This is an optimization exercise on Yosys and OpenROAD, whose aim is small area, a short achievable clock period and few clock cycles per item, not a production implementation. RTL that was checked went through simulation tests only; none was proved equivalent to the original. Power and IR drop assume default switching activity.

## job 596
==> module fp_mult_stream_fx, before the edit <==
module fp_mult_stream_fx (
    input  logic a,
    input  logic b,
    input  logic c,
    output logic s,
    output logic co
);
    logic t;
    fp_mult_stream_x2 u_x (.a(a), .b(b), .y(t));
    assign s  = t ^ c;
    assign co = (a & b) | (a & c) | (b & c);
endmodule
==> module fp_mult_stream_x2, before the edit <==
module fp_mult_stream_x2 (
    input  logic a,
    input  logic b,
    output logic y
);
    assign y = a ^ b;
endmodule
Settings: LEC_CHECK=0, ABC_AREA=1, CAP_MARGIN=20, CORE_MARGIN=2, CORE_UTILIZATION=40, CTS_BUF_LIST=sky130_fd_sc_hd__clkbuf_16, CTS_CLUSTER_DIAMETER=120, CTS_CLUSTER_SIZE=30, SLEW_MARGIN=20, SYNTH_HIERARCHICAL=1; clock period 10.0 ns.
standard.sh (not shown) runs the stock make flow with config.mk's settings and CLKGATE_MAP_FILE= SYNTH_SCRIPT=/design/flow/synth_recipe.tcl, a recipe that flattens the netlist after the stock synthesis.
==> flow/flow/run.sh <==
#!/bin/bash
set -euo pipefail
bash standard.sh SETUP_SLACK_MARGIN=6.2 "BUFFER_PORTS_ARGS=-buffer_cell sky130_fd_sc_hd__buf_2" finish > standard_flow.log 2>&1
Testbench counts of job 596, summed over its fixed seeds: cycles 16,024, items 16,000.
The inputs of job 9059 differ from those of job 596 as listed below.
diff --git a/flow/design.v b/flow/design.v
--- a/flow/design.v
+++ b/flow/design.v
@@ -1736,23 +1736,4 @@
     assign co = (a & b) | (a & c) | (b & c);
 endmodule
-module fp_mult_stream_fx (
-    input  logic a,
-    input  logic b,
-    input  logic c,
-    output logic s,
-    output logic co
-);
-    logic t;
-    fp_mult_stream_x2 u_x (.a(a), .b(b), .y(t));
-    assign s  = t ^ c;
-    assign co = (a & b) | (a & c) | (b & c);
-endmodule
-module fp_mult_stream_x2 (
-    input  logic a,
-    input  logic b,
-    output logic y
-);
-    assign y = a ^ b;
-endmodule
 module fp_mult_stream_ha (
     input  logic a,
--- outcome ---
Every run in the comparison, job 596 and job 9059, completed the flow with a clean layout. Between job 9059 and job 596, the clock network fraction of design power figures differ only marginally. From job 596 to job 9059, internal cell power did not move at all. Diff job 596 -> job 9059: synthesized instance count roughly the same; number of buffers created by CTS roughly the same; overall via count from detail_route roughly the same.
Testbench counts of job 9059, summed over its fixed seeds: cycles 16,024, items 16,000.

========
fp_mult_stream, a different RTL version from the one above (not shown whole).
For scale: roughly 100 I/O pins.
==> flow/config.mk <==
export PLATFORM = sky130hd
export DESIGN_NAME = fp_mult_stream
export DESIGN_NICKNAME = fp_mult_stream
export VERILOG_FILES = /design/flow/design.v
export SDC_FILE = /design/flow/constraint.sdc
export NUM_CORES = 4
export LEC_CHECK = 0
export ABC_AREA = 1
export CAP_MARGIN = 20
export CORE_MARGIN = 2
export CORE_UTILIZATION = 40
export SLEW_MARGIN = 20
export SYNTH_HIERARCHICAL = 1
==> flow/constraint.sdc <==
create_clock -name core_clock -period 10.0 [get_ports {clk}]
set_input_delay 2.0000 -clock core_clock [delete_from_list [all_inputs] [get_ports {clk}]]
set_output_delay 2.0000 -clock core_clock [all_outputs]
set_load 0.01 [all_outputs]
==> flow/flow/run.sh <==
#!/bin/bash
set -euo pipefail
bash standard.sh SETUP_SLACK_MARGIN=6.0 "BUFFER_PORTS_ARGS=-buffer_cell sky130_fd_sc_hd__buf_2" finish > standard_flow.log 2>&1
Testbench counts at the start, summed over its fixed seeds: cycles 16,024, items 16,000.
Edit:
--- a/flow/design.v
+++ b/flow/design.v
@@ -17,27 +17,27 @@
     output logic [WIDTH-1:0]  out,
     output logic              ovf
 );
     logic              en;
     logic [2:1]        valid_q;
     logic              res0_v_q, res1_v_q, rdy_q;
     logic              res1_v_d;
-    logic [33:0]       res0_q, res1_q;      
-    logic [33:0]       res_c;
+    logic [32:0]       res0_q, res1_q;      
+    logic [32:0]       res_c;
     logic              push;
     logic [31:0]       a_q;
     logic [15:0]       one_q, two_q, neg_q;
     logic [15:0]       one_d, two_d, neg_d;
     logic [118:0]      cs_q;
     logic              sgn_q;
     assign en        = ~res1_v_q;
     assign in_ready  = rdy_q;               
     assign push      = en & valid_q[2];
     assign out_valid = res0_v_q;
-    assign out       = res0_q[32] ? {res0_q[33], {31{~res0_q[33]}}} : res0_q[31:0];
+    assign out       = res0_q[31:0];
     assign ovf       = res0_q[32];
     assign res1_v_d = res1_v_q ? ~out_ready : (push & res0_v_q & ~out_ready);
     always_ff @(posedge clk) begin
         if (reset) begin
             valid_q  <= '0;
             res0_v_q <= 1'b0;
             res1_v_q <= 1'b0;
@@ -1702,15 +1702,15 @@
             o_ok[i] = hp[i] != (hx[i-1] & hy[i-1]);
         end
         z_hi   = &z_ok;
         o_hi   = &o_ok;
         all_eq = c47 ? ((z_hi & hp[0]) | (o_hi & ~hp[0]))
                      : ((z_hi & ~hp[0]) | (o_hi & hp[0]));
         ovf_c  = ~all_eq;
-        res_c  = {sgn_q, ovf_c, sum[31:0]};
+        res_c  = {ovf_c, ovf_c ? {sgn_q, {31{~sgn_q}}} : sum[31:0]};
     end
 endmodule
 module fp_mult_stream_fa (
     input  logic a,
     input  logic b,
     input  logic c,
     output logic s,
The changed run produced a clean layout.
Setup slack gains 0.017 ns.
Cell area climbs by 2.7%.
Clock power fell by about 4%.
Flip-flop and latch count came out lower by 2.
Clock-buffer cell count is unchanged.
Wire length fell by 2.0%.
Utilization goes up by 1.1 points.
Function not checked in the second run of this note: the RTL went through the layout flow alone.

==> static timing again, ports no longer ideal <==
No port has a modelled driver above. Below, the same layouts with a new extraction and two added sets of constraints. Step 1: set_driving_cell puts a clkbuf_16 on clk and a buf_2 on each other input, an assumption about the parent block. Step 2 moves the port delays by t, midway between the first and last clock arrival at a register: inputs arrive t later, outputs are due t later. That takes back most of the time a late clock gives input paths. Three values: ideal ports, drivers, drivers and shift; two values: the first two.
run | t (ns) | setup WS [ns] | worst hold slack (ns) | worst setup path at the end
job 596 | 0.604 | 6.225 / 6.225 / 6.225 | 0.480 / 0.480 / 0.480 | register to register
job 9059 | 0.604 | 6.225 / 6.225 / 6.225 | 0.480 / 0.480 / 0.480 | register to register
the first run of note 2 | 0.621 | 5.999 / 5.999 / 5.999 | 0.472 / 0.472 / 0.472 | register to register
the second run of note 2 | 0.630 | 6.015 / 6.015 / 6.015 | 0.470 / 0.470 / 0.470 | register to register
After both steps every run listed still meets setup and hold.
